From an optimization exercise on the open Yosys and OpenROAD flow, aimed at small area, a short achievable clock period and few clock cycles per item; shortcuts taken in it are not production practice. Function was checked by simulation only, so behaviour that the tests miss may differ from the original. Power and IR drop assume default switching activity.

**flow/design.v**
```verilog
`timescale 1ns / 1ps
package mrfm_pkg;
    localparam int SAMPLE_W = 12;
    localparam int GAIN_W   = 16;
    localparam int THR_W    = 20;
    localparam int WLEN_W   = 10;
    localparam int RATE_W   = 17;
    localparam int MINP_W   = 16;
    localparam int CNT_W    = 16;
    localparam int FREQ_W   = 24;
    localparam int SUM_W    = 40;
    localparam int FRAC_W   = 16;
    localparam int MS_W     = SUM_W + FRAC_W;
    localparam int ROOT_W   = MS_W / 2;
    localparam int DIV_DW   = 16;
    localparam int MUL_AW   = ROOT_W;
    localparam int MUL_BW   = GAIN_W;
    localparam int PROD_W   = MUL_AW + MUL_BW;
    localparam int DIV_CNT_W  = $clog2(MS_W);
    localparam int SQRT_CNT_W = $clog2(ROOT_W);
    localparam int MUL_CNT_W  = $clog2(MUL_BW);
    localparam int APB_AW = 5;
    localparam int APB_DW = 32;
    localparam logic [2:0] REG_OFFSET   = 3'd0;
    localparam logic [2:0] REG_GAIN     = 3'd1;
    localparam logic [2:0] REG_LOW_THR  = 3'd2;
    localparam logic [2:0] REG_HIGH_THR = 3'd3;
    localparam logic [2:0] REG_WIN_LEN  = 3'd4;
    localparam logic [2:0] REG_RATE     = 3'd5;
    localparam logic [2:0] REG_MIN_PER  = 3'd6;
    localparam logic [SAMPLE_W-1:0] OFFSET_RST   = 12'd1497;
    localparam logic [GAIN_W-1:0]   GAIN_RST     = 16'd8579;
    localparam logic [THR_W-1:0]    LOW_THR_RST  = 20'd12800;
    localparam logic [THR_W-1:0]    HIGH_THR_RST = 20'd62720;
    localparam logic [WLEN_W-1:0]   WIN_LEN_RST  = 10'd333;
    localparam logic [RATE_W-1:0]   RATE_RST     = 17'd20000;
    localparam logic [MINP_W-1:0]   MIN_PER_RST  = 16'd250;
    typedef struct packed {
        logic [THR_W-1:0]  rms_volts_q8;
        logic              blackout;
        logic              surge;
        logic [FREQ_W-1:0] frequency_centihz;
    } result_t;
endpackage
`timescale 1ns / 1ps
module mrfm_square_rows (
    input  logic [11:0] x,
    output logic [23:0] r0,
    output logic [23:0] r1
);
    wire q1 = (x[0] & x[11]) ^ (x[1] & x[10]);
    wire q2 = (x[0] & x[11]) & (x[1] & x[10]);
    wire q3 = (x[0] & x[7]) ^ (x[1] & x[6]);
    wire q4 = (x[0] & x[7]) & (x[1] & x[6]);
    wire q5 = (x[0] & x[8]) ^ (x[1] & x[7]);
    wire q6 = (x[0] & x[8]) & (x[1] & x[7]);
    wire q7 = (x[0] & x[9]) ^ (x[1] & x[8]) ^ (x[2] & x[7]);
    wire q8 = ((x[0] & x[9]) & (x[1] & x[8])) | ((x[0] & x[9]) & (x[2] & x[7])) | ((x[1] & x[8]) & (x[2] & x[7]));
    wire q9 = (x[3] & x[6]) ^ (x[4] & x[5]);
    wire q10 = (x[3] & x[6]) & (x[4] & x[5]);
    wire q11 = (x[0] & x[10]) ^ (x[1] & x[9]) ^ (x[2] & x[8]);
    wire q12 = ((x[0] & x[10]) & (x[1] & x[9])) | ((x[0] & x[10]) & (x[2] & x[8])) | ((x[1] & x[9]) & (x[2] & x[8]));
    wire q13 = (x[3] & x[7]) ^ (x[4] & x[6]);
    wire q14 = (x[3] & x[7]) & (x[4] & x[6]);
    wire q15 = q1 ^ (x[2] & x[9]) ^ (x[3] & x[8]);
    wire q16 = (q1 & (x[2] & x[9])) | (q1 & (x[3] & x[8])) | ((x[2] & x[9]) & (x[3] & x[8]));
    wire q17 = (x[4] & x[7]) ^ (x[5] & x[6]) ^ x[6];
    wire q18 = ((x[4] & x[7]) & (x[5] & x[6])) | ((x[4] & x[7]) & x[6]) | ((x[5] & x[6]) & x[6]);
    wire q19 = (x[1] & x[11]) ^ (x[2] & x[10]) ^ (x[3] & x[9]);
    wire q20 = ((x[1] & x[11]) & (x[2] & x[10])) | ((x[1] & x[11]) & (x[3] & x[9])) | ((x[2] & x[10]) & (x[3] & x[9]));
    wire q21 = (x[4] & x[8]) ^ (x[5] & x[7]) ^ q2;
    wire q22 = ((x[4] & x[8]) & (x[5] & x[7])) | ((x[4] & x[8]) & q2) | ((x[5] & x[7]) & q2);
    wire q23 = (x[2] & x[11]) ^ (x[3] & x[10]) ^ (x[4] & x[9]);
    wire q24 = ((x[2] & x[11]) & (x[3] & x[10])) | ((x[2] & x[11]) & (x[4] & x[9])) | ((x[3] & x[10]) & (x[4] & x[9]));
    wire q25 = (x[5] & x[8]) ^ (x[6] & x[7]) ^ x[7];
    wire q26 = ((x[5] & x[8]) & (x[6] & x[7])) | ((x[5] & x[8]) & x[7]) | ((x[6] & x[7]) & x[7]);
    wire q27 = (x[3] & x[11]) ^ (x[4] & x[10]) ^ (x[5] & x[9]);
    wire q28 = ((x[3] & x[11]) & (x[4] & x[10])) | ((x[3] & x[11]) & (x[5] & x[9])) | ((x[4] & x[10]) & (x[5] & x[9]));
    wire q29 = (x[4] & x[11]) ^ (x[5] & x[10]) ^ (x[6] & x[9]);
    wire q30 = ((x[4] & x[11]) & (x[5] & x[10])) | ((x[4] & x[11]) & (x[6] & x[9])) | ((x[5] & x[10]) & (x[6] & x[9]));
    wire q31 = (x[0] & x[5]) ^ (x[1] & x[4]);
    wire q32 = (x[0] & x[5]) & (x[1] & x[4]);
    wire q33 = (x[0] & x[6]) ^ (x[1] & x[5]);
    wire q34 = (x[0] & x[6]) & (x[1] & x[5]);
    wire q35 = q3 ^ (x[2] & x[5]) ^ (x[3] & x[4]);
    wire q36 = (q3 & (x[2] & x[5])) | (q3 & (x[3] & x[4])) | ((x[2] & x[5]) & (x[3] & x[4]));
    wire q37 = q5 ^ (x[2] & x[6]) ^ (x[3] & x[5]);
    wire q38 = (q5 & (x[2] & x[6])) | (q5 & (x[3] & x[5])) | ((x[2] & x[6]) & (x[3] & x[5]));
    wire q39 = q7 ^ q9 ^ x[5];
    wire q40 = (q7 & q9) | (q7 & x[5]) | (q9 & x[5]);
    wire q41 = q11 ^ q13 ^ q8;
    wire q42 = (q11 & q13) | (q11 & q8) | (q13 & q8);
    wire q43 = q15 ^ q17 ^ q12;
    wire q44 = (q15 & q17) | (q15 & q12) | (q17 & q12);
    wire q45 = q19 ^ q21 ^ q16;
    wire q46 = (q19 & q21) | (q19 & q16) | (q21 & q16);
    wire q47 = q23 ^ q25 ^ q20;
    wire q48 = (q23 & q25) | (q23 & q20) | (q25 & q20);
    wire q49 = q27 ^ (x[6] & x[8]) ^ q24;
    wire q50 = (q27 & (x[6] & x[8])) | (q27 & q24) | ((x[6] & x[8]) & q24);
    wire q51 = q29 ^ (x[7] & x[8]) ^ x[8];
    wire q52 = (q29 & (x[7] & x[8])) | (q29 & x[8]) | ((x[7] & x[8]) & x[8]);
    wire q53 = (x[5] & x[11]) ^ (x[6] & x[10]) ^ (x[7] & x[9]);
    wire q54 = ((x[5] & x[11]) & (x[6] & x[10])) | ((x[5] & x[11]) & (x[7] & x[9])) | ((x[6] & x[10]) & (x[7] & x[9]));
    wire q55 = (x[6] & x[11]) ^ (x[7] & x[10]) ^ (x[8] & x[9]);
    wire q56 = ((x[6] & x[11]) & (x[7] & x[10])) | ((x[6] & x[11]) & (x[8] & x[9])) | ((x[7] & x[10]) & (x[8] & x[9]));
    wire q57 = (x[0] & x[3]) ^ (x[1] & x[2]);
    wire q58 = (x[0] & x[3]) & (x[1] & x[2]);
    wire q59 = (x[0] & x[4]) ^ (x[1] & x[3]);
    wire q60 = (x[0] & x[4]) & (x[1] & x[3]);
    wire q61 = q31 ^ (x[2] & x[3]) ^ x[3];
    wire q62 = (q31 & (x[2] & x[3])) | (q31 & x[3]) | ((x[2] & x[3]) & x[3]);
    wire q63 = q33 ^ (x[2] & x[4]) ^ q32;
    wire q64 = (q33 & (x[2] & x[4])) | (q33 & q32) | ((x[2] & x[4]) & q32);
    wire q65 = q35 ^ x[4] ^ q34;
    wire q66 = (q35 & x[4]) | (q35 & q34) | (x[4] & q34);
    wire q67 = q37 ^ q4 ^ q36;
    wire q68 = (q37 & q4) | (q37 & q36) | (q4 & q36);
    wire q69 = q39 ^ q6 ^ q38;
    wire q70 = (q39 & q6) | (q39 & q38) | (q6 & q38);
    wire q71 = q41 ^ q10 ^ q40;
    wire q72 = (q41 & q10) | (q41 & q40) | (q10 & q40);
    wire q73 = q43 ^ q14 ^ q42;
    wire q74 = (q43 & q14) | (q43 & q42) | (q14 & q42);
    wire q75 = q45 ^ q18 ^ q44;
    wire q76 = (q45 & q18) | (q45 & q44) | (q18 & q44);
    wire q77 = q47 ^ q22 ^ q46;
    wire q78 = (q47 & q22) | (q47 & q46) | (q22 & q46);
    wire q79 = q49 ^ q26 ^ q48;
    wire q80 = (q49 & q26) | (q49 & q48) | (q26 & q48);
    wire q81 = q51 ^ q28 ^ q50;
    wire q82 = (q51 & q28) | (q51 & q50) | (q28 & q50);
    wire q83 = q53 ^ q30 ^ q52;
    wire q84 = (q53 & q30) | (q53 & q52) | (q30 & q52);
    wire q85 = q55 ^ x[9] ^ q54;
    wire q86 = (q55 & x[9]) | (q55 & q54) | (x[9] & q54);
    wire q87 = (x[7] & x[11]) ^ (x[8] & x[10]) ^ q56;
    wire q88 = ((x[7] & x[11]) & (x[8] & x[10])) | ((x[7] & x[11]) & q56) | ((x[8] & x[10]) & q56);
    wire q89 = (x[8] & x[11]) ^ (x[9] & x[10]) ^ x[10];
    wire q90 = ((x[8] & x[11]) & (x[9] & x[10])) | ((x[8] & x[11]) & x[10]) | ((x[9] & x[10]) & x[10]);
    assign r0 = {1'b0, (x[10] & x[11]), (x[9] & x[11]), q89, q87, q85, q83, q81, q79, q77, q75, q73, q71, q69, q67, q65, q63, q61, q59, q57, (x[0] & x[2]), (x[0] & x[1]), 1'b0, x[0]};
    assign r1 = {1'b0, x[11], q90, q88, q86, q84, q82, q80, q78, q76, q74, q72, q70, q68, q66, q64, q62, q60, q58, x[2], 1'b0, x[1], 1'b0, 1'b0};
endmodule
`timescale 1ns / 1ps
import mrfm_pkg::*;
module mrfm_serial_div (
    input  logic              aclk,
    input  logic              aresetn,
    input  logic              start,
    input  logic [MS_W-1:0]   num_in,
    input  logic [DIV_DW-1:0] den_in,
    output logic              busy,
    output logic [MS_W-1:0]   quotient
);
    localparam logic [DIV_CNT_W-1:0] LAST = DIV_CNT_W'(MS_W - 1);
    logic                 busy_reg;
    logic [DIV_CNT_W-1:0] cnt_reg;
    logic [MS_W-1:0]      num_reg;
    logic [DIV_DW-1:0]    den_reg;
    logic [DIV_DW-1:0]    rem_reg;
    logic [DIV_DW:0]      rem_shift;
    logic [DIV_DW+1:0]    diff;
    logic                 ge;
    assign rem_shift = {rem_reg, num_reg[MS_W-1]};
    assign diff      = {1'b0, rem_shift} - {2'b00, den_reg};
    assign ge        = !diff[DIV_DW+1];
    always_ff @(posedge aclk) begin
        if (!aresetn) begin
            busy_reg <= 1'b0;
            cnt_reg  <= '0;
        end else if (start) begin
            busy_reg <= 1'b1;
            cnt_reg  <= '0;
        end else if (busy_reg) begin
            cnt_reg <= cnt_reg + 1'b1;
            if (cnt_reg == LAST) begin
                busy_reg <= 1'b0;
            end
        end
    end
    always_ff @(posedge aclk) begin
        if (start) begin
            num_reg <= num_in;
            den_reg <= den_in;
            rem_reg <= '0;
        end else if (busy_reg) begin
            num_reg <= {num_reg[MS_W-2:0], ge};
            rem_reg <= ge ? diff[DIV_DW-1:0] : rem_shift[DIV_DW-1:0];
        end
    end
    assign busy     = busy_reg;
    assign quotient = num_reg;
endmodule
`timescale 1ns / 1ps
import mrfm_pkg::*;
module mrfm_serial_sqrt (
    input  logic              aclk,
    input  logic              aresetn,
    input  logic              start,
    input  logic [MS_W-1:0]   rad_in,
    output logic              busy,
    output logic [ROOT_W-1:0] root
);
    localparam logic [SQRT_CNT_W-1:0] LAST = SQRT_CNT_W'(ROOT_W - 1);
    logic                  busy_reg;
    logic [SQRT_CNT_W-1:0] cnt_reg;
    logic [MS_W-1:0]       rad_reg;
    logic [ROOT_W+1:0]     rem_reg;
    logic [ROOT_W-1:0]     root_reg;
    logic [ROOT_W+1:0]     rem_shift;
    logic [ROOT_W+1:0]     trial;
    logic [ROOT_W+2:0]     diff;
    logic                  ge;
    assign rem_shift = {rem_reg[ROOT_W-1:0], rad_reg[MS_W-1:MS_W-2]};
    assign trial     = {root_reg, 2'b01};
    assign diff      = {1'b0, rem_shift} - {1'b0, trial};
    assign ge        = !diff[ROOT_W+2];
    always_ff @(posedge aclk) begin
        if (!aresetn) begin
            busy_reg <= 1'b0;
            cnt_reg  <= '0;
        end else if (start) begin
            busy_reg <= 1'b1;
            cnt_reg  <= '0;
        end else if (busy_reg) begin
            cnt_reg <= cnt_reg + 1'b1;
            if (cnt_reg == LAST) begin
                busy_reg <= 1'b0;
            end
        end
    end
    always_ff @(posedge aclk) begin
        if (start) begin
            rad_reg  <= rad_in;
            rem_reg  <= '0;
            root_reg <= '0;
        end else if (busy_reg) begin
            rad_reg  <= {rad_reg[MS_W-3:0], 2'b00};
            rem_reg  <= ge ? diff[ROOT_W+1:0] : rem_shift;
            root_reg <= {root_reg[ROOT_W-2:0], ge};
        end
    end
    assign busy = busy_reg;
    assign root = root_reg;
endmodule
`timescale 1ns / 1ps
import mrfm_pkg::*;
module mains_rms_and_frequency_monitor #(
    parameter int WINDOW_BITS = 10
) (
    input  logic                aclk,
    input  logic                aresetn,
    input  logic                s_valid,
    output logic                s_ready,
    input  logic [SAMPLE_W-1:0] s_sample_mv,
    input  logic                s_sample_valid,
    output logic                m_valid,
    input  logic                m_ready,
    output logic [THR_W-1:0]    m_rms_volts_q8,
    output logic                m_blackout,
    output logic                m_surge,
    output logic [FREQ_W-1:0]   m_frequency_centihz,
    input  logic                psel,
    input  logic                penable,
    input  logic                pwrite,
    input  logic [APB_AW-1:0]   paddr,
    input  logic [APB_DW-1:0]   pwdata,
    output logic [APB_DW-1:0]   prdata,
    output logic                pready
);
    logic [SAMPLE_W-1:0] offset_reg;
    logic [GAIN_W-1:0]   gain_reg;
    logic [THR_W-1:0]    low_thr_reg;
    logic [THR_W-1:0]    high_thr_reg;
    logic [WLEN_W-1:0]   win_len_reg;
    logic [RATE_W-1:0]   rate_reg;
    logic [MINP_W-1:0]   min_per_reg;
    logic                cfg_wr;
    assign cfg_wr = psel && penable && pwrite;
    assign pready = 1'b1;
    always_ff @(posedge aclk) begin
        if (!aresetn) begin
            offset_reg   <= OFFSET_RST;
            gain_reg     <= GAIN_RST;
            low_thr_reg  <= LOW_THR_RST;
            high_thr_reg <= HIGH_THR_RST;
            win_len_reg  <= WIN_LEN_RST;
            rate_reg     <= RATE_RST;
            min_per_reg  <= MIN_PER_RST;
        end else if (cfg_wr) begin
            case (paddr[4:2])
                REG_OFFSET:   offset_reg   <= pwdata[SAMPLE_W-1:0];
                REG_GAIN:     gain_reg     <= pwdata[GAIN_W-1:0];
                REG_LOW_THR:  low_thr_reg  <= pwdata[THR_W-1:0];
                REG_HIGH_THR: high_thr_reg <= pwdata[THR_W-1:0];
                REG_WIN_LEN:  win_len_reg  <= pwdata[WLEN_W-1:0];
                REG_RATE:     rate_reg     <= pwdata[RATE_W-1:0];
                REG_MIN_PER:  min_per_reg  <= pwdata[MINP_W-1:0];
                default: ;
            endcase
        end
    end
    logic [THR_W-1:0] rd_q;
    always_ff @(posedge aclk) begin
        case (paddr[4:2])
            REG_OFFSET:   rd_q <= THR_W'(offset_reg);
            REG_GAIN:     rd_q <= THR_W'(gain_reg);
            REG_LOW_THR:  rd_q <= low_thr_reg;
            REG_HIGH_THR: rd_q <= high_thr_reg;
            REG_WIN_LEN:  rd_q <= THR_W'(win_len_reg);
            REG_RATE:     rd_q <= THR_W'(rate_reg);
            REG_MIN_PER:  rd_q <= THR_W'(min_per_reg);
            default:      rd_q <= '0;
        endcase
    end
    assign prdata = APB_DW'(rd_q);
    logic [WLEN_W-1:0] n_eff;
    assign n_eff = (win_len_reg == '0) ? WLEN_W'(1) : win_len_reg;
    logic                a_vld;
    logic [SAMPLE_W-1:0] a_v;
    logic                a_pos;
    logic                a_stall;
    logic                s_ready_q;
    logic                stall_next;
    logic                a_vld_n;
    logic                in_pos;
    logic                a_pos_n;
    assign a_vld_n = s_ready ? (s_valid && s_sample_valid) : (a_vld && !proc);
    assign in_pos  = s_sample_mv > offset_reg;
    assign a_pos_n = s_ready ? in_pos : a_pos;
    assign s_ready = s_ready_q;
    always_ff @(posedge aclk) begin
        if (!aresetn) begin
            a_vld     <= 1'b0;
            s_ready_q <= 1'b1;
        end else begin
            a_vld     <= a_vld_n;
            s_ready_q <= !(a_vld_n && stall_next);
        end
    end
    always_ff @(posedge aclk) begin
        if (s_ready) begin
            a_v   <= s_sample_mv;
            a_pos <= in_pos;
        end
    end
    logic [WLEN_W-1:0] kk_reg;      
    logic              k_last;      
    logic              k_over;      
    logic [CNT_W-1:0]  c_reg;
    logic              c_gt;        
    logic              np_reg;
    logic              proc;
    logic              hit;
    logic              close;
    logic [CNT_W-1:0]  c_inc;
    logic [WLEN_W-1:0] kk_inc;
    logic [WLEN_W:0]   kk_diff;
    logic              minp_max;
    logic              f_busy;
    logic              e_busy;
    assign hit     = np_reg && a_pos && c_gt;
    assign close   = k_last;
    assign a_stall = (hit && f_busy) || (close && e_busy);
    assign proc    = a_vld && !a_stall;
    assign c_inc    = (c_reg == '1) ? c_reg : c_reg + 1'b1;
    assign kk_inc   = kk_reg + 1'b1;
    assign kk_diff  = {1'b0, kk_reg} - {1'b0, n_eff};
    assign minp_max = (min_per_reg == '1);
    logic [CNT_W-1:0]  minp_m1;
    logic [WLEN_W-1:0] n_m1;
    logic              c_eq;
    logic              kk_eq;
    assign minp_m1 = min_per_reg - 1'b1;
    assign n_m1    = n_eff - 1'b1;
    assign c_eq    = (c_reg == minp_m1) && (min_per_reg != '0) && !minp_max;
    assign kk_eq   = (kk_reg == n_m1);
    logic [WLEN_W-1:0] kk_n;
    logic              k_last_n;
    logic              k_over_n;
    logic [CNT_W-1:0]  c_n;
    logic              c_gt_n;
    logic              np_n;
    always_comb begin
        kk_n     = kk_reg;
        k_last_n = !kk_diff[WLEN_W];
        k_over_n = !kk_diff[WLEN_W] && (kk_diff != '0);
        c_n      = c_reg;
        c_gt_n   = !minp_max && (c_reg >= min_per_reg);
        np_n     = np_reg;
        if (proc) begin
            np_n = !a_pos;
            if (close) begin
                kk_n     = WLEN_W'(1);
                k_last_n = (n_eff == WLEN_W'(1));
            end else begin
                kk_n     = kk_inc;
                k_last_n = kk_eq;
            end
            k_over_n = 1'b0;
            if (hit) begin
                c_n    = '0;
                c_gt_n = (min_per_reg == '0);
            end else begin
                c_n    = c_inc;
                c_gt_n = c_gt || c_eq;
            end
        end
    end
    always_ff @(posedge aclk) begin
        if (!aresetn) begin
            kk_reg  <= WLEN_W'(1);
            k_last  <= 1'b0;
            k_over  <= 1'b0;
            c_reg   <= '0;
            c_gt    <= 1'b0;
            np_reg  <= 1'b1;
        end else begin
            kk_reg  <= kk_n;
            k_last  <= k_last_n;
            k_over  <= k_over_n;
            c_reg   <= c_n;
            c_gt    <= c_gt_n;
            np_reg  <= np_n;
        end
    end
    localparam int SW = 34;    
    localparam int LW = 24;    
    localparam int ML = 12;    
    logic [SAMPLE_W:0]   b_dev;
    logic [SAMPLE_W-1:0] b_mag;
    logic                b_close;
    logic                b_over;
    logic [23:0]         sq_r0;
    logic [23:0]         sq_r1;
    logic [23:0]         c_r0;
    logic [23:0]         c_r1;
    logic                c_close;
    logic                c_over;
    logic                e_ld;      
    logic                e_over;
    logic [SW-1:0]       acc_in;
    logic                rst_d;     
    logic [SW-1:0]       sum_reg;
    logic [LW-1:0]       cs_s;
    logic [LW-1:0]       cs_c;
    logic [ML:0]         lo_sum;
    logic [LW-ML:0]      mid_sum;
    logic [SW-1:0]       ssum;
    logic                s_c1;      
    logic                s_c2;      
    logic [LW-ML:0]      f_mid;
    logic [SW-LW-1:0]    f_hi;
    logic [SW-1:0]       sum_full;
    assign b_dev = {1'b0, a_v} - {1'b0, offset_reg};
    always_ff @(posedge aclk) begin
        if (!aresetn) begin
            b_close <= 1'b0;
            c_close <= 1'b0;
            e_ld    <= 1'b0;
            sum_reg <= '0;
            s_c1    <= 1'b0;
            s_c2    <= 1'b0;
            rst_d   <= 1'b1;
        end else begin
            b_close <= proc && close;
            c_close <= b_close;
            e_ld    <= c_close;
            sum_reg <= rst_d ? '0 : ssum;
            s_c1    <= rst_d ? 1'b0 : lo_sum[ML];
            s_c2    <= rst_d ? 1'b0 : mid_sum[LW-ML];
            rst_d   <= 1'b0;
        end
    end
    always_ff @(posedge aclk) begin
        b_mag  <= (b_dev[SAMPLE_W] ? SAMPLE_W'(-b_dev) : b_dev[SAMPLE_W-1:0])
                & {SAMPLE_W{proc && aresetn}};
        b_over <= k_over;
        c_r0   <= sq_r0;
        c_r1   <= sq_r1;
        c_over <= b_over;
        e_over <= c_over;
    end
    mrfm_square_rows u_sq (
        .x  (b_mag),
        .r0 (sq_r0),
        .r1 (sq_r1)
    );
    assign acc_in  = e_ld ? '0 : sum_reg;    
    assign cs_s    = acc_in[LW-1:0] ^ c_r0 ^ c_r1;
    assign cs_c    = (acc_in[LW-1:0] & c_r0) | (acc_in[LW-1:0] & c_r1) | (c_r0 & c_r1);
    assign lo_sum  = {1'b0, cs_s[ML-1:0]} + {cs_c[ML-2:0], 1'b0};
    assign mid_sum = {1'b0, cs_s[LW-1:ML]} + {1'b0, cs_c[LW-2:ML-1]} + (LW-ML+1)'(s_c1 && !e_ld);
    assign ssum    = {e_ld ? (SW-LW)'(0) : sum_reg[SW-1:LW] + (SW-LW)'(s_c2),
                      mid_sum[LW-ML-1:0], lo_sum[ML-1:0]};
    assign f_mid    = {1'b0, sum_reg[LW-1:ML]} + (LW-ML+1)'(s_c1);
    assign f_hi     = sum_reg[SW-1:LW] + (SW-LW)'(s_c2) + (SW-LW)'(f_mid[LW-ML]);
    assign sum_full = {f_hi, f_mid[LW-ML-1:0], sum_reg[ML-1:0]};
    localparam logic [5:0] F_MUL_END = 6'd21;
    localparam logic [5:0] F_END     = 6'd45;
    logic [FREQ_W-1:0] f_sh;        
    logic [CNT_W-1:0]  f_rem;
    logic [CNT_W-1:0]  f_den;
    logic [5:0]        f_cnt;
    logic [3:0]        f_dl;        
    logic [1:0]        f_cy;        
    logic              f_mul;
    logic [2:0]        f_tot;
    logic [CNT_W:0]    f_rs;
    logic [CNT_W+1:0]  f_diff;
    logic              f_ge;
    assign f_mul   = !f_cnt[5] && (f_cnt <= F_MUL_END);
    assign f_tot   = 3'(f_sh[0]) + 3'(f_dl[2]) + 3'(f_dl[3]) + 3'(f_cy);
    assign f_rs    = {f_rem, f_sh[FREQ_W-1]};
    assign f_diff  = {1'b0, f_rs} - {2'b00, f_den};
    assign f_ge    = !f_diff[CNT_W+1];
    always_ff @(posedge aclk) begin
        if (!aresetn) begin
            f_busy <= 1'b0;
            f_sh   <= '0;
        end else if (proc && hit) begin
            f_busy <= 1'b1;
            f_sh   <= FREQ_W'(rate_reg);
        end else if (f_busy) begin
            if (f_mul) begin
                f_sh <= {f_tot[0], f_sh[FREQ_W-1:1]};
            end else begin
                f_sh <= {f_sh[FREQ_W-2:0], f_ge};
            end
            if (f_cnt == F_END) f_busy <= 1'b0;
        end
    end
    always_ff @(posedge aclk) begin
        if (proc && hit) begin
            f_rem <= '0;
            f_den <= c_inc;
            f_cnt <= '0;
            f_dl  <= '0;
            f_cy  <= '0;
        end else if (f_busy) begin
            if (f_mul) begin
                f_dl <= {f_dl[2:0], f_sh[0]};
                f_cy <= f_tot[2:1];
            end else begin
                f_rem <= f_ge ? f_diff[CNT_W-1:0] : f_rs[CNT_W-1:0];
            end
            f_cnt <= f_cnt + 1'b1;
        end
    end
    localparam int DSW = SW;         
    localparam int RW  = 25;         
    localparam int SRW = RW + 1;     
    logic              e_busy_q;    
    logic              e_wait;      
    logic              e_div;
    logic              e_mul;
    logic              e_out;
    logic [5:0]        e_cnt;
    logic              e_sq;
    logic [WLEN_W-1:0] d_rem;
    logic [DSW-1:0]    d_sh;
    logic [SRW-1:0]    s_rem;
    logic [RW-1:0]     root;
    logic              f_pend;
    logic              out_valid;
    logic [FREQ_W-1:0] out_freq;
    logic              out_bo;
    logic              out_su;
    logic              d_nb;
    logic [WLEN_W:0]   d_rs;
    logic [WLEN_W+1:0] d_diff;
    logic              d_ge;
    logic [SRW+1:0]    s_rs;
    logic [SRW+2:0]    s_diff;
    logic              s_ge;
    logic [GAIN_W:0]   m_sum;
    logic              sat;
    logic [THR_W-1:0]  rms;
    logic [THR_W-1:0]  thr;
    logic [THR_W/2:0]  thr_cmp;
    logic              cmp_c;       
    logic              mul_last;
    assign e_busy = e_busy_q;
    assign d_nb   = (e_cnt < 6'd34) ? d_sh[DSW-1] : 1'b0;
    assign d_rs   = {d_rem, d_nb};
    assign d_diff = {1'b0, d_rs} - {2'b00, n_eff};
    assign d_ge   = !d_diff[WLEN_W+1];
    assign s_rs   = {s_rem, d_sh[1:0]};
    assign s_diff = {1'b0, s_rs} - {2'b00, root, 2'b01};
    assign s_ge   = !s_diff[SRW+2];
    assign m_sum    = {1'b0, s_rem[GAIN_W-1:0]} + (root[0] ? {1'b0, gain_reg} : '0);
    assign mul_last = (e_cnt == 6'd24);
    assign sat = |s_rem[GAIN_W-1:11];
    assign rms = {s_rem[10:0], root[RW-1:16]};
    assign thr     = e_cnt[2] ? high_thr_reg : low_thr_reg;
    assign thr_cmp = e_cnt[0]
                   ? {1'b0, rms[THR_W-1:THR_W/2]} + {1'b0, ~thr[THR_W-1:THR_W/2]} + (THR_W/2)'(cmp_c)
                   : {1'b0, rms[THR_W/2-1:0]} + {1'b0, ~thr[THR_W/2-1:0]} + (THR_W/2)'(!e_cnt[2]);
    always_ff @(posedge aclk) begin
        if (!aresetn) begin
            e_busy_q  <= 1'b0;
            e_wait    <= 1'b0;
            e_div     <= 1'b0;
            e_mul     <= 1'b0;
            e_out     <= 1'b0;
            out_valid <= 1'b0;
            f_pend    <= 1'b0;
        end else begin
            if (proc && close) begin
                f_pend <= f_busy || hit;
            end else if (f_pend && !f_busy) begin
                f_pend <= 1'b0;
            end
            if (proc && close) begin
                e_busy_q <= 1'b1;
                e_wait   <= 1'b1;
            end
            if (e_wait && e_ld) begin
                e_wait <= 1'b0;
                e_div  <= 1'b1;
            end
            if (e_div && e_cnt == 6'd50) begin
                e_div <= 1'b0;
                e_mul <= 1'b1;
            end
            if (e_mul && mul_last && !f_pend) begin
                e_mul <= 1'b0;
                e_out <= 1'b1;
            end
            if (e_out && e_cnt == 6'd29) begin
                out_valid <= 1'b1;
            end
            if (out_valid && m_ready) begin
                out_valid <= 1'b0;
                e_out     <= 1'b0;
                e_busy_q  <= 1'b0;
            end
        end
    end
    always_ff @(posedge aclk) begin
        if ((proc && close && !f_busy && !hit) || (f_pend && !f_busy)) begin
            out_freq <= f_sh;
        end
        cmp_c <= thr_cmp[THR_W/2];
        if (e_out && e_cnt == 6'd27) begin
            out_bo <= !thr_cmp[THR_W/2];
        end
        if (e_out && e_cnt == 6'd29) begin
            out_su <= thr_cmp[THR_W/2];
        end
    end
    always_ff @(posedge aclk) begin
        if (e_wait && e_ld) begin
            if (e_over) begin
                d_rem <= '0;
                d_sh  <= sum_full;
                e_cnt <= 6'd0;
            end else begin
                d_rem <= sum_full[SW-1:SW-WLEN_W];
                d_sh  <= {sum_full[SW-WLEN_W-1:0], WLEN_W'(0)};
                e_cnt <= 6'd10;
            end
            e_sq  <= 1'b0;
            s_rem <= '0;
            root  <= '0;
        end
        if (e_div) begin
            if (e_cnt != 6'd50) begin
                d_rem <= d_ge ? d_diff[WLEN_W-1:0] : d_rs[WLEN_W-1:0];
                d_sh  <= {d_sh[DSW-2:0], d_ge};
            end
            e_sq <= 1'b1;
            if (e_sq && !e_cnt[0]) begin
                s_rem <= s_ge ? s_diff[SRW-1:0] : s_rs[SRW-1:0];
                root  <= {root[RW-2:0], s_ge};
            end
            if (e_cnt == 6'd50) begin
                e_cnt <= '0;
                s_rem <= '0;
            end else begin
                e_cnt <= e_cnt + 1'b1;
            end
        end
        if (e_mul && (!mul_last || !f_pend)) begin
            s_rem[GAIN_W-1:0] <= m_sum[GAIN_W:1];
            root  <= {m_sum[0], root[RW-1:1]};
            e_cnt <= e_cnt + 1'b1;
        end
        if (e_out && e_cnt != 6'd30) begin
            e_cnt <= e_cnt + 1'b1;
        end
        if (e_out && e_cnt == 6'd25 && sat) begin
            s_rem[GAIN_W-1:11] <= '0;
            s_rem[10:0]        <= '1;
            root[RW-1:16]      <= '1;
        end
    end
    logic f_busy_n;
    logic e_busy_n;
    assign f_busy_n   = (proc && hit) || (f_busy && (f_cnt != F_END));
    assign e_busy_n   = (proc && close) || (e_busy_q && !(out_valid && m_ready));
    assign stall_next = (np_n && a_pos_n && c_gt_n && f_busy_n) || (k_last_n && e_busy_n);
    assign m_valid             = out_valid;
    assign m_rms_volts_q8      = rms;
    assign m_blackout          = out_bo;
    assign m_surge             = out_su;
    assign m_frequency_centihz = out_freq;
endmodule
```
**flow/flow/run.sh**
```bash
#!/bin/bash
# Standard layout; repair_timing aims for a tighter setup margin, the ports
# get buf_2 buffers and the clock tree gets no dummy loads. Tool output goes to standard.log.
set -euo pipefail
export SETUP_SLACK_MARGIN=6.5
export BUFFER_PORTS_ARGS="-buffer_cell sky130_fd_sc_hd__buf_2"
export CTS_ARGS="-sink_clustering_enable -repair_clock_nets -dont_use_dummy_load"
bash standard.sh > standard.log 2>&1
```
**flow/standard.sh**
```bash
#!/bin/bash
# synth_recipe.tcl (not shown) runs the flow's synth.tcl, then flattens the netlist and writes it again
# the make line also repeats each setting of config.mk as NAME=value (left out here)
make -C /OpenROAD-flow-scripts/flow DESIGN_CONFIG=/design/flow/config.mk WORK_HOME=/design/flow/orfs CLKGATE_MAP_FILE= SYNTH_SCRIPT=/design/flow/synth_recipe.tcl "${@:-finish}"
```
**flow/config.mk**
```make
export PLATFORM = sky130hd
export DESIGN_NAME = mains_rms_and_frequency_monitor
export DESIGN_NICKNAME = mains_rms_and_frequency_monitor
export VERILOG_FILES = /design/flow/design.v
export SDC_FILE = /design/flow/constraint.sdc
export NUM_CORES = 4
export LEC_CHECK = 0
export CAP_MARGIN = 20
export CORE_MARGIN = 2
export CORE_UTILIZATION = 40
export SLEW_MARGIN = 20
```
**flow/constraint.sdc**
```tcl
create_clock -name core_clock -period 10.0 [get_ports {aclk}]
set_input_delay 2.0000 -clock core_clock [delete_from_list [all_inputs] [get_ports {aclk}]]
set_output_delay 2.0000 -clock core_clock [all_outputs]
set_load 0.01 [all_outputs]
```
==> results of run 1 <==
Yosys cell counts (8+ instances only):
| master | count | share of area |
|---|---|---|
| a21oi_1 | 302 | 0.054 |
| nand2_1 | 418 | 0.056 |
| and3_1 | 28 | 0.0062 |
| nor2b_1 | 53 | 0.012 |
| dfxtp_1 | 418 | 0.30 |
| and2_1 | 95 | 0.021 |
| xor2_1 | 71 | 0.022 |
| a31oi_1 | 27 | 0.0060 |
| nand3_1 | 77 | 0.014 |
| nor2_1 | 266 | 0.035 |
| mux2_2 | 26 | 0.010 |
| nor4_1 | 12 | 0.0027 |
| clkbuf_1 | 132 | 0.018 |
| or3_1 | 22 | 0.0049 |
| o21a_1 | 23 | 0.0061 |
| o21ai_0 | 142 | 0.025 |
| or2_2 | 10 | 0.0022 |
| edfxtp_1 | 60 | 0.064 |
| o31ai_1 | 10 | 0.0027 |
| inv_1 | 171 | 0.023 |
| buf_1 | 20 | 0.0027 |
| ha_1 | 197 | 0.088 |
| a211oi_1 | 52 | 0.014 |
| nor3_1 | 65 | 0.012 |
| a21o_1 | 33 | 0.0088 |
| buf_4 | 34 | 0.0091 |
| a22o_1 | 16 | 0.0050 |
| nand4_1 | 18 | 0.0040 |
| a22oi_1 | 25 | 0.0067 |
| o211ai_1 | 39 | 0.010 |
| a211o_1 | 8 | 0.0025 |
| xnor2_1 | 103 | 0.032 |
| o21bai_1 | 12 | 0.0032 |
| a221oi_1 | 16 | 0.0050 |
| nand2b_1 | 26 | 0.0058 |
| mux2i_1 | 82 | 0.029 |
| fa_1 | 60 | 0.043 |
per-stage QoR:
step / hold slack (ps) / setup slack (ps) / util / std cells / area (um2)
CTS: 325 / 6490 / 0.440 / 4240 / 30700
floorplan: 310 / 6530 / - / 3301 / 28200
detailed placement: 312 / 5430 / 0.419 / 4184 / 29300
global placement: 310 / 5400 / 0.419 / 4184 / 29300
global route: 332 / 6370 / 0.443 / 4249 / 31000
finish: 325 / 6520 / 0.443 / 4249 / 31000
logic make-up (layout without fill, tap and decap cells):
kind of cell,after synthesis,after routing,synth area share
compound gates,783,783,0.175
xor+xnor,174,174,0.0541
fa+ha+maj,257,257,0.130
buf+inv,367,373,0.0540
flops,478,478,0.361
mux,111,111,0.0420
other cells,2,14,0.000267
simple gates,1118,1119,0.183
worst max-delay path, cell delays in order:
cell and delay, ps:
buf_2 70, buf_4 510, nand2_1 580, nor2_4 510, nand2_1 90, o21ai_0 150
area by class of cell:
| class | instances | area share |
|---|---|---|
| Multi-Input combinational cell | 2457 | 0.541 |
| Sequential cell | 478 | 0.329 |
| Clock buffer | 54 | 0.0437 |
| Tap cell | 940 | 0.0380 |
| Timing Repair Buffer | 144 | 0.0272 |
| Inverter | 175 | 0.0214 |
| Antenna cell | 1 | 0.0000808 |
where the power goes:
part           internal [W]  switching, W
clock network      0.000938      0.000749
logic              0.000139      0.000201
registers           0.00197     0.0000572
repair_timing:
item	in CTS	in global routing
hold buffers	0	0
cloned	0	1
endpoints found under the setup margin	95	143
buffers inserted	2	7
resized for setup	29	42
pin swaps	3	10
endpoints found under the hold margin	0	0
per-layer routing:
layer | vias to the layer above | routed length [um] | track usage
li1 | 11400 | - | -
met1 | 10700 | 33800 | 0.262
met2 | 436 | 34600 | 0.327
met3 | 145 | 3130 | 0.0269
met4 | 10 | 2950 | 0.0826
met5 | - | 57 | 0
final timing paths:
| path | end | startpoint |
|---|---|---|
| worst min register to register | e_over | c_over |
| worst min-delay path | e_over | c_over |
| worst max register to register | s_ready_q | win_len_reg[6] |
| worst max-delay path | c_reg[3] | aresetn |
==> impl_results.md, run 1 <==
* Syn_area_per_cell at 8.56 um2
* Register area at 10,200 um2
* Post-Syn Instances at 3,290
* CTS tree: yes
* Peak supply drop at 0.114 mV
* Setup repair after global routing missed its margin: yes
* CP Launch Type: input pin
* Root Buffer: clkbuf_16
* Seq cells post-synth at 478
* Overall Global Routing Usage at 0.199
* Clock buffer depth at 3
* Die width at 269 um
* Status: no timing/DRC/antenna violations
* Setup Skew at 27.8 ps
* Reg2Reg Depth at 17
* Seq/Total Area, Yosys at 0.361
* Setup TNS at 0 ps
* Hold Path Depth at 0
* Vias in the first global route at 21,400
* DRC Markers at 0
* Clk sinks at 478
* Routability cong. at 0.876
* Critical path arrival at 4000 ps
* NumNets Final at 3,624
* Worst min path class: register to register
* Worst skew pair latency at 610 ps
* Vias post-DR at 22,700
* Initial DRC count at 1,412
* FILL cells at 6,992
* Crit path required time at 10,520 ps
* IO Pins at 138
* R2R setup slack at 6630 ps
* Cell Area, Synth at 28,100 um2
* Core area at 69,900 um2
* Synth async-reset ratio at 0
* Worst-path fanout max at 56
* Synth-to-layout area growth at 9.98%
* Crit Path Class: input pin to register
* Largest net degree at the start of global routing at 83
* Max_cap viols at 0
* Most frequent cells in the layout: nand2_1 (414), dfxtp_1 (411), a21oi_1 (297)
* Crit path capture type: register
* Final WL at 74,500 um
* Num rows at 97
* Routed len/inst at 17.5 um
* CTS clk-pin slew, worst paths at 50 ps
* Commonest non-fill, non-tap cell in the layout: nand2_1
* Num CTS Buffers at 54
* Fmax at 0.287 GHz
* Ratio of cells with drive above 1 in the final layout at 0.0898
* Area of the multi-input gates at 16,700 um2
* Cell variety after synth at 79
* DR vias/cell at 5.35
* Max Slew Vio Count at 0
* DPL Wire Length at 54,600 um
* GRT Residual Overflow at 0
* Initial core utilization at 0.403
* First-pass GRT wire length at 117,000 um
* Tot Pwr at 0.00406 W
* Die height at 269 um
* Total iterations of the first detailed-routing run at 5
* Min cycle time layout at 3480 ps
* Max-slew headroom at 0.364
* Predominant post-synthesis flop cell: dfxtp_1
* Htree depth at 2
* Initial antenna violation count at 7
* IO buf count at 110
* Leak at 13.1 nW
* Antenna Nets Post-Route at 0
* Transition time at the pin with the least slew margin at 954 ps
* Hold Violations, Final at 0
* Tcrit/Tclk final at 0.348
* Die area at 72,500 um2
* Yosys warning total at 1
* Post-synth EDFFs at 60
* Power density of the placed cells at 131 nW/um2
* # setup viols final at 0
Testbench counts, summed over its fixed seeds: cycles 20,452, items 19,252.
==> run 2: changes to the inputs <==
==> flow/flow/run.sh (replaced) <==
#!/bin/bash
# Standard layout; repair_timing aims for a tighter setup margin, the ports
# get buf_2 buffers. Tool output goes to standard.log.
set -euo pipefail
export SETUP_SLACK_MARGIN=6.5
export BUFFER_PORTS_ARGS="-buffer_cell sky130_fd_sc_hd__buf_2"

bash standard.sh > standard.log 2>&1
--- a/flow/config.mk
+++ b/flow/config.mk
@@ -7,5 +7,5 @@
 export LEC_CHECK = 0
 export CAP_MARGIN = 20
 export CORE_MARGIN = 2
-export CORE_UTILIZATION = 40
+export CORE_UTILIZATION = 55
 export SLEW_MARGIN = 20
==> impl_results.md, run 2 <==
* Layout Cells excl Fill at 4,028 (was 4,249)
* Placed Instances at 3,914 (was 4,184)
* Synth area leader: dfxtp_1 (unchanged)
* Seq cells post-synth at 478 (unchanged)
* CTS clk-pin slew, worst paths at 60 ps (was 50 ps)
* Initial core utilization at 0.559 (was 0.403)
* Num rows at 82 (was 97)
* Predominant post-synthesis flop cell: dfxtp_1 (unchanged)
* CP Launch Type: input pin (unchanged)
* Initial antenna violation count at 5 (was 7)
* Die width at 230 um (was 269 um)
* IO buf count at 110 (unchanged)
* NumNets Final at 3,623 (was 3,624)
* Worst min path class: register to register (unchanged)
* Crit-path max cell delay at 800 ps (was 580 ps)
* CTS tree: yes (unchanged)
* DR vias/cell at 5.82 (was 5.35)
* DPL Wire Length at 55,500 um (was 54,600 um)
* Syn_area_per_cell at 8.56 um2 (unchanged)
* Crit path capture type: register (unchanged)
* Synth-to-layout area growth at 11.2% (was 9.98%)
* Antenna Nets Post-Route at 0 (unchanged)
* Crit Path Class: input pin to register (unchanged)
* FILL cells at 4,406 (was 6,992)
* Met1 Track Usage GR at 0.384 (was 0.262)
* Critical path arrival at 3850 ps (was 4000 ps)
* Transition time at the pin with the least slew margin at 1130 ps (was 954 ps)
* Power density of the placed cells at 145 nW/um2 (was 131 nW/um2)
* Ratio of cells with drive above 1 in the final layout at 0.106 (was 0.0898)
* Clk pwr share at 0.477 (was 0.415)
* Routed len/inst at 19.0 um (was 17.5 um)
* Yosys warning total at 1 (unchanged)
* Worst-path fanout max at 46 (was 56)
* Die height at 230 um (was 269 um)
* Max_cap viols at 0 (unchanged)
* Worst skew pair latency at 610 ps (about the same)
* Met3 usage at 0.0505 (was 0.0269)
* Peak supply drop at 0.145 mV (was 0.114 mV)
* Post-Syn Instances at 3,290 (unchanged)
* Max Slew Vio Count at 0 (unchanged)
* Global routing usage on met2 at 0.458 (was 0.327)
* CP top delay family: simple AND/OR/NAND/NOR gates (unchanged)
* Fmax at 0.293 GHz (was 0.287 GHz)
* Largest net degree at the start of global routing at 98 (was 83)
* Cell Area, Synth at 28,100 um2 (unchanged)
* GRT Residual Overflow at 0 (unchanged)
* Post-synth EDFFs at 60 (unchanged)
* Core area at 50,400 um2 (was 69,900 um2)
* Vias in the first global route at 22,200 (was 21,400)
* Most frequent cells in the layout: nand2_1 (415), dfxtp_1 (403), a21oi_1 (296) (was nand2_1 (414), dfxtp_1 (411), a21oi_1 (297))
* Htree depth at 2 (unchanged)
* Min cycle time layout at 3410 ps (was 3480 ps)
* Final WL at 76,700 um (was 74,500 um)
* Int Power at 0.00344 W (was 0.00305 W)
* Post-synth top cells: dfxtp_1 (418), nand2_1 (418), a21oi_1 (302) (unchanged)
* Seq/Total Area, Yosys at 0.361 (unchanged)
* Status: no timing/DRC/antenna violations (unchanged)
* WP buf/inv at 2 (unchanged)
* Critical path, cell by cell: buf_2, buf_4, nand2b_1, or3_2, nand2_1, nand3_1 (was buf_2, buf_4, nand2_1, nor2_4, nand2_1, o21ai_0)
* Synth async-reset ratio at 0 (unchanged)
* Tcrit/Tclk final at 0.341 (was 0.348)
* Ranking of synthesized cells by area: dfxtp_1 (30%), ha_1 (8.8%), edfxtp_1 (6.4%) (unchanged)
* Slowest cell on crit path: or3_2 (was nand2_1)
* Total iterations of the first detailed-routing run at 5 (unchanged)
* First-pass GRT wire length at 121,000 um (was 117,000 um)
* Vias post-DR at 23,400 (was 22,700)
* # setup viols final at 0 (unchanged)
* Crit path required time at 10,440 ps (was 10,520 ps)
* Comb power frac at 0.077 (was 0.084)
* Die area at 53,000 um2 (was 72,500 um2)
* Share of power burned in registers at 0.446 (was 0.501)
* Num CTS Buffers at 53 (was 54)
* Switch share at 0.243 (was 0.248)
* Routability cong. at 0.893 (was 0.876)
* Setup repair after global routing missed its margin: no (was yes)
* Clk sinks at 478 (unchanged)
* Overall Global Routing Usage at 0.284 (was 0.199)
* Cell variety after synth at 79 (unchanged)
* Leak at 13.4 nW (was 13.1 nW)
* Post-synth top area share at 0.297 (unchanged)
* Initial DRC count at 1,850 (was 1,412)
* GRT Max-Usage Layer: met2 (unchanged)
* Clock buffer depth at 3 (unchanged)
* Sw Pwr at 0.00110 W (was 0.00101 W)
* Commonest non-fill, non-tap cell in the layout: nand2_1 (unchanged)
* Setup TNS at 0 ps (unchanged)
* Max-slew headroom at 0.246 (was 0.364)
* Hold Violations, Final at 0 (unchanged)
* Setup Skew at 22.5 ps (was 27.8 ps)
* IO Pins at 138 (unchanged)
* Root Buffer: clkbuf_16 (unchanged)
* DRC Markers at 0 (unchanged)
run 2: cell count changes in the layout (fill, tap and decap cells not counted), sizes merged:
cell / change
bufinv: +8
clkbuf: +16
clkinv: +14
clkinvlp: +6
diode: +2
inv: +1
nand2: +1
nor2: -1
run 2: what timing repair did:
action	CTS	global route
buffers inserted	3	7
endpoints found under the hold margin	0	0
pin swaps	3	13
hold buffers	0	0
gates cloned	1	1
endpoints found under the setup margin	97	136
resized for setup	31	51
run 2: power by group through the flow:
stage / combinational, W / sequential (W) / clock [W]
detailed placement: 0.000339 / 0.00207 / 0
floorplan: 0.000260 / 0.00204 / 0
CTS: 0.000343 / 0.00203 / 0.00220
global placement: 0.000332 / 0.00207 / 0
global route: 0.000387 / 0.00203 / 0.00228
finish: 0.000350 / 0.00203 / 0.00217
run 2: through the flow:
step	worst slack [ps]	utilization	hold WS [ps]	area (um2)	power, W
detailed placement	5580	0.574	318	28900	0.00241
floorplan	6530	-	310	28200	0.00230
CTS	6500	0.616	328	31000	0.00457
finish	6590	0.621	327	31300	0.00454
global route	6490	0.621	331	31300	0.00469
global placement	5700	0.574	313	28900	0.00240
run 2: final timing paths:
path	start	end	slack [ps]	cells past startpoint
worst min register to register	c_over	e_over	330	0
worst max register to register	win_len_reg[7]	s_ready_q	6630	17
worst min-delay path	c_over	e_over	330	0
worst max-delay path	paddr[2]	low_thr_reg[12]	6590	6
run 2: worst register-to-register path, delay by kind of cell (launching register included):
family                     cells  cell delay (ps)
AOI/OAI and AO/OA             11             1600
buffers and inverters          2              130
adders and majority gates      2              510
DFF                            1              400
and+or+nand+nor                2              680
run 2: final cells by class:
cell class / instances / area (um2) / area share
antenna: 3 / 7.51 / 0.000240
clock buffer: 70 / 1580 / 0.0506
clock inverter: 29 / 394 / 0.0126
inverter: 175 / 658 / 0.0210
multi-input combinational: 2457 / 16800 / 0.536
sequential: 478 / 10200 / 0.326
tap: 672 / 841 / 0.0269
timing repair buffer: 144 / 858 / 0.0274
run 2: layer usage:
layer / up-vias / wire length, um / share of wire
li1: 11500 / - / -
met1: 11200 / 33900 / 0.44
met2: 659 / 35400 / 0.46
met3: 134 / 4910 / 0.064
met4: 2 / 2430 / 0.032
met5: - / 12 / 0.00016
run 2: cells by family after synthesis:
family	count (synthesis)	synth area share
compound gates	783	0.175
mux	111	0.0420
simple gates	1118	0.183
flops	478	0.361
buf+inv	367	0.0540
xor+xnor	174	0.0541
other cells	2	0.000267
fa+ha+maj	257	0.130
==> run 3: changes to the inputs <==
--- a/flow/design.v
+++ b/flow/design.v
@@ -373,8 +373,8 @@
     logic              kk_eq;
     assign minp_m1 = min_per_reg - 1'b1;
     assign n_m1    = n_eff - 1'b1;
-    assign c_eq    = (c_reg == minp_m1) && (min_per_reg != '0) && !minp_max;
-    assign kk_eq   = (kk_reg == n_m1);
+    assign c_eq    = (c_inc == min_per_reg) && !minp_max;
+    assign kk_eq   = (kk_inc == n_eff);
     logic [WLEN_W-1:0] kk_n;
     logic              k_last_n;
     logic              k_over_n;
@@ -699,7 +699,11 @@
     logic e_busy_n;
     assign f_busy_n   = (proc && hit) || (f_busy && (f_cnt != F_END));
     assign e_busy_n   = (proc && close) || (e_busy_q && !(out_valid && m_ready));
-    assign stall_next = (np_n && a_pos_n && c_gt_n && f_busy_n) || (k_last_n && e_busy_n);
+    logic c_gt_p;
+    logic k_last_p;
+    assign c_gt_p     = !proc || (hit ? (min_per_reg == '0) : (c_gt || c_eq));
+    assign k_last_p   = proc ? (close ? (n_eff == WLEN_W'(1)) : kk_eq) : k_last;
+    assign stall_next = (np_n && a_pos_n && c_gt_p && f_busy_n) || (k_last_p && e_busy_n);
     assign m_valid             = out_valid;
     assign m_rms_volts_q8      = rms;
     assign m_blackout          = out_bo;
==> flow/flow/run.sh (replaced) <==
#!/bin/bash
# Standard layout; repair_timing aims for a tighter setup margin and the
# ports get buf_2 buffers. Tool output goes to standard.log.
set -euo pipefail
export SETUP_SLACK_MARGIN=6.8
export BUFFER_PORTS_ARGS="-buffer_cell sky130_fd_sc_hd__buf_2"
bash standard.sh > standard.log 2>&1
--- a/flow/config.mk
+++ b/flow/config.mk
@@ -7,5 +7,5 @@
 export LEC_CHECK = 0
 export CAP_MARGIN = 20
 export CORE_MARGIN = 2
-export CORE_UTILIZATION = 55
+export CORE_UTILIZATION = 40
 export SLEW_MARGIN = 20
==> impl_results.md, run 3 <==
* Overall Global Routing Usage at 0.230 (was 0.284)
* Share of power burned in registers at 0.441 (was 0.446)
* Die height at 271 um (was 230 um)
* Crit path launch: out_bo (was paddr[2])
* Synth area leader: dfxtp_1 (unchanged)
* Clock buffer depth at 3 (unchanged)
* Min cycle time layout at 3320 ps (was 3410 ps)
* Worst-path fanout max at 1 (was 46)
* Int Power at 0.00344 W (about the same)
* Num rows at 97 (was 82)
* Post-synth EDFFs at 60 (unchanged)
* Final hold slack at 328 ps (was 327 ps)
* Largest net degree at the start of global routing at 78 (was 98)
* Synth async-reset ratio at 0 (unchanged)
* Post-layout instance area at 32,800 um2 (was 31,300 um2)
* Post-Syn Instances at 3,357 (was 3,290)
* Peak supply drop at 0.124 mV (was 0.145 mV)
* DRC Markers at 0 (unchanged)
* Routed len/inst at 19.7 um (was 19.0 um)
* Root Buffer: clkbuf_16 (unchanged)
* Cell Area, Synth at 28,400 um2 (was 28,100 um2)
* Setup TNS at 0 ps (unchanged)
* Commonest non-fill, non-tap cell in the layout: nand2_1 (unchanged)
* Die width at 271 um (was 230 um)
* CTS tree: yes (unchanged)
* Post-CTS Hold Buffers at 0 (unchanged)
* Clk pwr share at 0.461 (was 0.477)
* Vias post-DR at 24,300 (was 23,400)
* DR vias/cell at 5.52 (was 5.82)
* WP buf/inv at 1 (was 2)
* Synth-to-layout area growth at 15.2% (was 11.2%)
* Worst min path class: register to register (unchanged)
* Predominant post-synthesis flop cell: dfxtp_1 (unchanged)
* Switch share at 0.253 (was 0.243)
* IO Pins at 138 (unchanged)
* Post-synth top cells: nand2_1 (469), dfxtp_1 (418), a21oi_1 (298) (was dfxtp_1 (418), nand2_1 (418), a21oi_1 (302))
* Initial core utilization at 0.405 (was 0.559)
* Antenna Nets Post-Route at 0 (unchanged)
* Max Slew Vio Count at 0 (unchanged)
* Cell variety after synth at 93 (was 79)
* Leak at 13.8 nW (was 13.4 nW)
* Core area at 70,100 um2 (was 50,400 um2)
* Crit path capture type: output port (was register)
* Power density of the placed cells at 141 nW/um2 (was 145 nW/um2)
* # setup viols final at 0 (unchanged)
* Total iterations of the first detailed-routing run at 6 (was 5)
* CTS clk-pin slew, worst paths at 60 ps (about the same)
* Vias in the first global route at 22,200 (about the same)
* FILL cells at 6,919 (was 4,406)
* Max-slew headroom at 0.292 (was 0.246)
* Ranking of synthesized cells by area: dfxtp_1 (29%), ha_1 (8.5%), edfxtp_1 (6.3%) (was dfxtp_1 (30%), ha_1 (8.8%), edfxtp_1 (6.4%))
* Critical path arrival at 1320 ps (was 3850 ps)
* Most frequent cells in the layout: nand2_1 (460), dfxtp_1 (388), a21oi_1 (290) (was nand2_1 (415), dfxtp_1 (403), a21oi_1 (296))
* Syn_area_per_cell at 8.47 um2 (was 8.56 um2)
* Comb power frac at 0.099 (was 0.077)
* Transition time at the pin with the least slew margin at 1060 ps (was 1130 ps)
* Reg2Reg Depth at 11 (was 17)
* Yosys warning total at 1 (unchanged)
* Initial DRC count at 2,103 (was 1,850)
* Die area at 73,200 um2 (was 53,000 um2)
* CP top delay family: flip-flops (was simple AND/OR/NAND/NOR gates)
* Ratio of cells with drive above 1 in the final layout at 0.130 (was 0.106)
* Tcrit/Tclk final at 0.332 (was 0.341)
* Seq cells post-synth at 478 (unchanged)
* Max_cap viols at 0 (unchanged)
* Capture point of the worst reg-to-reg path: s_rem[4] (was s_ready_q)
* Leading cell type by number of instances after synthesis: nand2_1
* Routability cong. at 0.891 (was 0.893)
* Clk sinks at 478 (unchanged)
* Post-synth top area share at 0.294 (was 0.297)
* Tot Pwr at 0.00461 W (was 0.00454 W)
* Critical path, cell by cell: buf_2 (was buf_2, buf_4, nand2b_1, or3_2, nand2_1, nand3_1)
* CP endpoint: m_blackout (was low_thr_reg[12])
* Sw Pwr at 0.00117 W (was 0.00110 W)
* Final WL at 86,500 um (was 76,700 um)
* RR Startpoint: root[21] (was win_len_reg[7])
* CP Launch Type: register (was input pin)
* Worst path depth at 1 (was 6)
* Worst skew pair latency at 620 ps (was 610 ps)
* Seq/Total Area, Yosys at 0.358 (was 0.361)
* First-pass GRT wire length at 133,000 um (was 121,000 um)
* IO buf count at 110 (unchanged)
* NumNets Final at 3,719 (was 3,623)
* DP Area at 29,600 um2 (was 28,900 um2)
* DPL Wire Length at 60,600 um (was 55,500 um)
* Status: no timing/DRC/antenna violations (unchanged)
* Layout Cells excl Fill at 4,395 (was 4,028)
* Fmax at 0.301 GHz (was 0.293 GHz)
* Slowest cell on crit path: edfxtp_1 (was or3_2)
* Crit Path Class: register to output port (was input pin to register)
* Setup Skew at 18.4 ps (was 22.5 ps)
* Num CTS Buffers at 54 (was 53)
* Initial antenna violation count at 6 (was 5)
* Setup repair after global routing missed its margin: yes (was no)
* Hold Violations, Final at 0 (unchanged)
* Crit-path max cell delay at 510 ps (was 800 ps)
* Htree depth at 2 (unchanged)
* GRT Residual Overflow at 0 (unchanged)
* Placed Instances at 4,242 (was 3,914)
* Crit path required time at 8000 ps (was 10,440 ps)
* R2R setup slack at 6830 ps (was 6630 ps)
[run 3: cell count changes after synthesis, moves of 9 or more]
cell and change:
clkbuf_1 +10, inv_1 -13, mux2_2 -15, nand2_1 +51, o21a_1 -11, o221ai_1 +9
[run 3: how the worst min path moves through the flow]
stage	from	end	slack, ps	cells after the start
after floorplan	k_over	b_over	310	0
after global placement	b_over	c_over	310	0
after detailed placement	b_over	c_over	310	0
after CTS	b_over	c_over	330	0
after global routing	k_over	b_over	330	0
final	b_over	c_over	330	0
[run 3: layer usage]
metal  wire (um)  GRT usage  vias to the layer above
met5          26          0                        -
li1            -          -                    11800
met3        7130     0.0452                      114
met4        1860     0.0512                        4
met2       36900      0.344                      782
met1       40600      0.339                    11500
[run 3: layout make-up]
cell class | count | area, um2 | share of cell area
Clock buffer | 75 | 1560 | 0.0477
Antenna cell | 2 | 5.00 | 0.000153
Sequential cell | 478 | 10300 | 0.313
Multi-Input combinational cell | 2523 | 17400 | 0.531
Inverter | 160 | 608 | 0.0186
Clock inverter | 25 | 323 | 0.00986
Timing Repair Buffer | 192 | 1430 | 0.0436
Tap cell | 940 | 1180 | 0.0359
[run 3: what timing repair did]
item | in CTS | in global routing
resized for setup | 125 | 105
setup endpoints to repair | 236 | 165
cloned | 2 | 3
pin swaps | 6 | 24
buffers inserted | 37 | 9
[run 3: power groups by stage]
stage	clock network [W]	registers, W	logic [W]
after floorplan	0	0.00204	0.000268
after global placement	0	0.00207	0.000358
after detailed placement	0	0.00207	0.000361
after CTS	0.00216	0.00202	0.000428
after global routing	0.00223	0.00203	0.000495
final	0.00212	0.00203	0.000454
[run 3: per-stage QoR]
stage                      util  setup WS, ps
after global routing      0.467          6680
after global placement    0.421          4890
after CTS                 0.458          6670
after detailed placement  0.421          4870
after floorplan               -          6730
final                     0.467          6680
[run 3: cell families (layout without fill, tap and decap cells)]
logic type | count (synthesis) | after routing | share of synthesized area
flops | 478 | 478 | 0.358
buf+inv | 368 | 452 | 0.0544
mux | 97 | 97 | 0.0370
fa+ha+maj | 254 | 254 | 0.128
simple gates | 1200 | 1200 | 0.196
xor+xnor | 161 | 161 | 0.0501
compound gates | 797 | 798 | 0.177
other cells | 2 | 15 | 0.000264
Testbench counts of run 3, summed over its fixed seeds: cycles 20,452, items 19,252.
==> run 4: changes to the inputs <==
--- a/flow/config.mk
+++ b/flow/config.mk
@@ -5,6 +5,7 @@
 export SDC_FILE = /design/flow/constraint.sdc
 export NUM_CORES = 4
 export LEC_CHECK = 0
+export ABC_AREA = 1
 export CAP_MARGIN = 20
 export CORE_MARGIN = 2
 export CORE_UTILIZATION = 40
==> impl_results.md, run 4 <==
* Status: no timing/DRC/antenna violations (unchanged)
* # setup viols final at 0 (unchanged)
* Max-slew headroom at 0.425 (was 0.292)
* Leading cell type by number of instances after synthesis: nand2_1 (unchanged)
* Commonest non-fill, non-tap cell in the layout: nand2_1 (unchanged)
* Ratio of cells with drive above 1 in the final layout at 0.105 (was 0.130)
* Overall Global Routing Usage at 0.222 (was 0.230)
* Most frequent cells in the layout: nand2_1 (769), inv_1 (524), dfxtp_1 (390) (was nand2_1 (460), dfxtp_1 (388), a21oi_1 (290))
* Max_cap viols at 0 (unchanged)
* Fin worst setup slack at 6730 ps (was 6680 ps)
* Slowest cell on crit path: edfxtp_1 (unchanged)
* Post-synth EDFFs at 60 (unchanged)
* Vias post-DR at 25,900 (was 24,300)
* NumNets Final at 4,290 (was 3,719)
* Die height at 272 um (was 271 um)
* FILL cells at 7,249 (was 6,919)
* Crit path capture type: output port (unchanged)
* Leak at 15.5 nW (was 13.8 nW)
* Post-synth top cells: nand2_1 (774), inv_1 (541), dfxtp_1 (418) (was nand2_1 (469), dfxtp_1 (418), a21oi_1 (298))
* GRT Residual Overflow at 0 (unchanged)
* Post-Syn Instances at 3,899 (was 3,357)
* Predominant post-synthesis flop cell: dfxtp_1 (unchanged)
* Fin util at 0.457 (was 0.467)
* Int Power at 0.00328 W (was 0.00344 W)
* Initial DRC count at 2,187 (was 2,103)
* Clk pwr share at 0.461 (about the same)
* Share of power burned in registers at 0.455 (was 0.441)
* Crit-path max cell delay at 450 ps (was 510 ps)
* First-pass GRT wire length at 133,000 um (about the same)
* Sw Pwr at 0.00115 W (was 0.00117 W)
* Min cycle time layout at 3270 ps (was 3320 ps)
* Antenna Nets Post-Route at 0 (unchanged)
* Setup Skew at 51.5 ps (was 18.4 ps)
* Synth area leader: dfxtp_1 (unchanged)
* Final WL at 83,900 um (was 86,500 um)
* Die width at 272 um (was 271 um)
* CTS clk-pin slew, worst paths at 60 ps (about the same)
* WP buf/inv at 1 (unchanged)
* Total iterations of the first detailed-routing run at 5 (was 6)
* Num CTS Buffers at 55 (was 54)
* Clock buffer depth at 3 (unchanged)
* Core area at 71,400 um2 (was 70,100 um2)
* IO buf count at 110 (unchanged)
* Hold Violations, Final at 0 (unchanged)
* Synth-to-layout area growth at 13.3% (was 15.2%)
* DRC Markers at 0 (unchanged)
* Vias in the first global route at 24,100 (was 22,200)
* Transition time at the pin with the least slew margin at 862 ps (was 1060 ps)
* Synth async-reset ratio at 0 (unchanged)
* DP Area at 30,000 um2 (was 29,600 um2)
* CP top delay family: flip-flops (unchanged)
* Seq/Total Area, Yosys at 0.353 (was 0.358)
* Critical path arrival at 1270 ps (was 1320 ps)
* Post-CTS Hold Buffers at 0 (unchanged)
* Clk sinks at 478 (unchanged)
* CTS tree: yes (unchanged)
* Root Buffer: clkbuf_16 (unchanged)
* IO Pins at 138 (unchanged)
* Worst min path class: register to register (unchanged)
* Critical path, cell by cell: buf_2 (unchanged)
* Post-layout instance area at 32,600 um2 (was 32,800 um2)
* Setup repair after global routing missed its margin: yes (unchanged)
* Diode count at 0 (was 2)
* Htree depth at 2 (unchanged)
* Cell variety after synth at 66 (was 93)
* Tcrit/Tclk final at 0.327 (was 0.332)
* Crit path required time at 8000 ps (about the same)
* Worst-path fanout max at 1 (unchanged)
* Worst skew pair latency at 650 ps (was 620 ps)
* Routed len/inst at 16.9 um (was 19.7 um)
* Power density of the placed cells at 136 nW/um2 (was 141 nW/um2)
* Seq cells post-synth at 478 (unchanged)
* Die area at 74,200 um2 (was 73,200 um2)
* Yosys warning total at 1 (unchanged)
* Max Slew Vio Count at 0 (unchanged)
* Syn_area_per_cell at 7.39 um2 (was 8.47 um2)
* Largest net degree at the start of global routing at 80 (was 78)
* Placement-stage worst setup slack at 5640 ps (was 4870 ps)
* DR vias/cell at 5.21 (was 5.52)
* Cell Area, Synth at 28,800 um2 (was 28,400 um2)
* Initial core utilization at 0.404 (was 0.405)
* Routability cong. at 0.930 (was 0.891)
* Num rows at 98 (was 97)
* Initial antenna violation count at 2 (was 6)
* Ranking of synthesized cells by area: dfxtp_1 (29%), nand2_1 (10%), ha_1 (8.4%) (was dfxtp_1 (29%), ha_1 (8.5%), edfxtp_1 (6.3%))
* Fmax at 0.306 GHz (was 0.301 GHz)
* DPL Wire Length at 61,400 um (was 60,600 um)
* Switch share at 0.260 (was 0.253)
* Comb power frac at 0.084 (was 0.099)
* Setup TNS at 0 ps (unchanged)
* Peak supply drop at 0.129 mV (was 0.124 mV)
* CP Launch Type: register (unchanged)
* Crit Path Class: register to output port (unchanged)
* Post-synth top area share at 0.290 (was 0.294)
-- run 4: changes by cell type after synthesis, sizes merged, moves of 31 or more --
| cell | change |
|---|---|
| nand2b | -33 |
| nor2b | -57 |
| xnor2 | -72 |
| nor3 | -38 |
| clkbuf | -36 |
| mux2i | -64 |
| a21o | -31 |
| and2 | -92 |
| nand3 | +137 |
| nor2 | +83 |
| a211oi | -48 |
| inv | +394 |
| nand2 | +315 |
| o21ai | +188 |
-- run 4: stage by stage --
stage	instances	power (W)	hold slack [ps]
3_3_place_gp	4820	0.00242	311
6_report	4976	0.00443	325
4_1_cts	4948	0.00446	329
5_1_grt	4976	0.00461	342
2_1_floorplan	3910	0.00232	310
3_5_place_dp	4820	0.00242	314
-- run 4: layer usage --
layer | vias to the layer above | global-route usage | part of all wire
li1 | 13000 | - | -
met1 | 12000 | 0.322 | 0.47
met2 | 741 | 0.344 | 0.44
met3 | 125 | 0.0296 | 0.064
met4 | 2 | 0.0602 | 0.025
met5 | - | 0 | 0.00019
-- run 4: final timing paths --
check,from,endpoint,slack (ps),cells after the start
setup reg to reg,e_ld,s_c2,6940,18
hold reg to reg,k_over,b_over,320,0
setup / recovery,out_su,m_surge,6730,1
hold / removal,k_over,b_over,320,0
-- run 4: cell type report --
class                   instances  area, um2  share of cell area
flip-flops and latches        478      10300               0.314
clock inverters                23        243             0.00744
repair buffers                189       1240              0.0379
clock buffers                  80       1590              0.0488
multi-input cells            2697      16000               0.489
repair inverters                1       7.51            0.000230
inverters                     558       2130              0.0654
well taps                     950       1190              0.0364
-- run 4: power groups by stage --
stage / combinational (W) / sequential, W / clock, W
floorplan: 0.000272 / 0.00205 / 0
finish: 0.000372 / 0.00201 / 0.00204
CTS: 0.000367 / 0.00202 / 0.00208
detailed placement: 0.000362 / 0.00206 / 0
global placement: 0.000357 / 0.00206 / 0
global route: 0.000426 / 0.00202 / 0.00216
-- run 4: cells by family (layout without fill, tap and decap cells) --
group	Yosys count	in the layout	share of synthesized area
adder cells (fa/ha/maj)	253	253	0.126
multiplexers	13	13	0.00452
XOR/XNOR	93	93	0.0283
AND/OR/NAND/NOR	1451	1451	0.210
AO/OA/AOI/OAI	874	874	0.176
buffers and inverters	735	851	0.103
other	2	13	0.000261
flip-flops	478	478	0.353
-- run 4: repair_timing --
action                                 in CTS  in global routing
pin swaps                                   3                 27
setup endpoints to repair                 151                141
buffers inserted                           25                 26
endpoints found under the hold margin       0                  0
resized for setup                          73                 58
cloned                                      0                  2

[static timing again, ports no longer ideal]
The results above use ideal ports. As a check the final layouts listed here were re-extracted and re-timed, cells and wires unchanged.
Step 1 assumes that a clkbuf_16 drives the clock port and a buf_2 every other input.
Step 2 also shifts input and output timing later by t, the mid clock arrival at the registers, as if the neighbouring blocks saw the same clock.
Three values: ideal, step 1, step 2; two values: the first two.
run | shift t [ns] | slack for setup (ns) | hold WS [ns] | clock arrival spread, ns
run 1 | 0.657 | 6.519 / 6.524 / 5.905 | 0.325 / 0.325 / 0.325 | 0.029 / 0.029
run 2 | 0.660 | 6.591 / 6.557 / 5.937 | 0.327 / 0.327 / 0.327 | 0.023 / 0.024
run 3 | 0.679 | 6.675 / 6.607 / 6.280 | 0.328 / 0.328 / 0.328 | 0.023 / 0.023
run 4 | 0.686 | 6.733 / 6.674 / 6.211 | 0.325 / 0.325 / 0.325 | 0.056 / 0.056
After both steps every run listed still meets setup and hold. The setup slack of run 2, which loses most, moves by -0.034 ns with the drivers and by -0.654 ns with both steps.
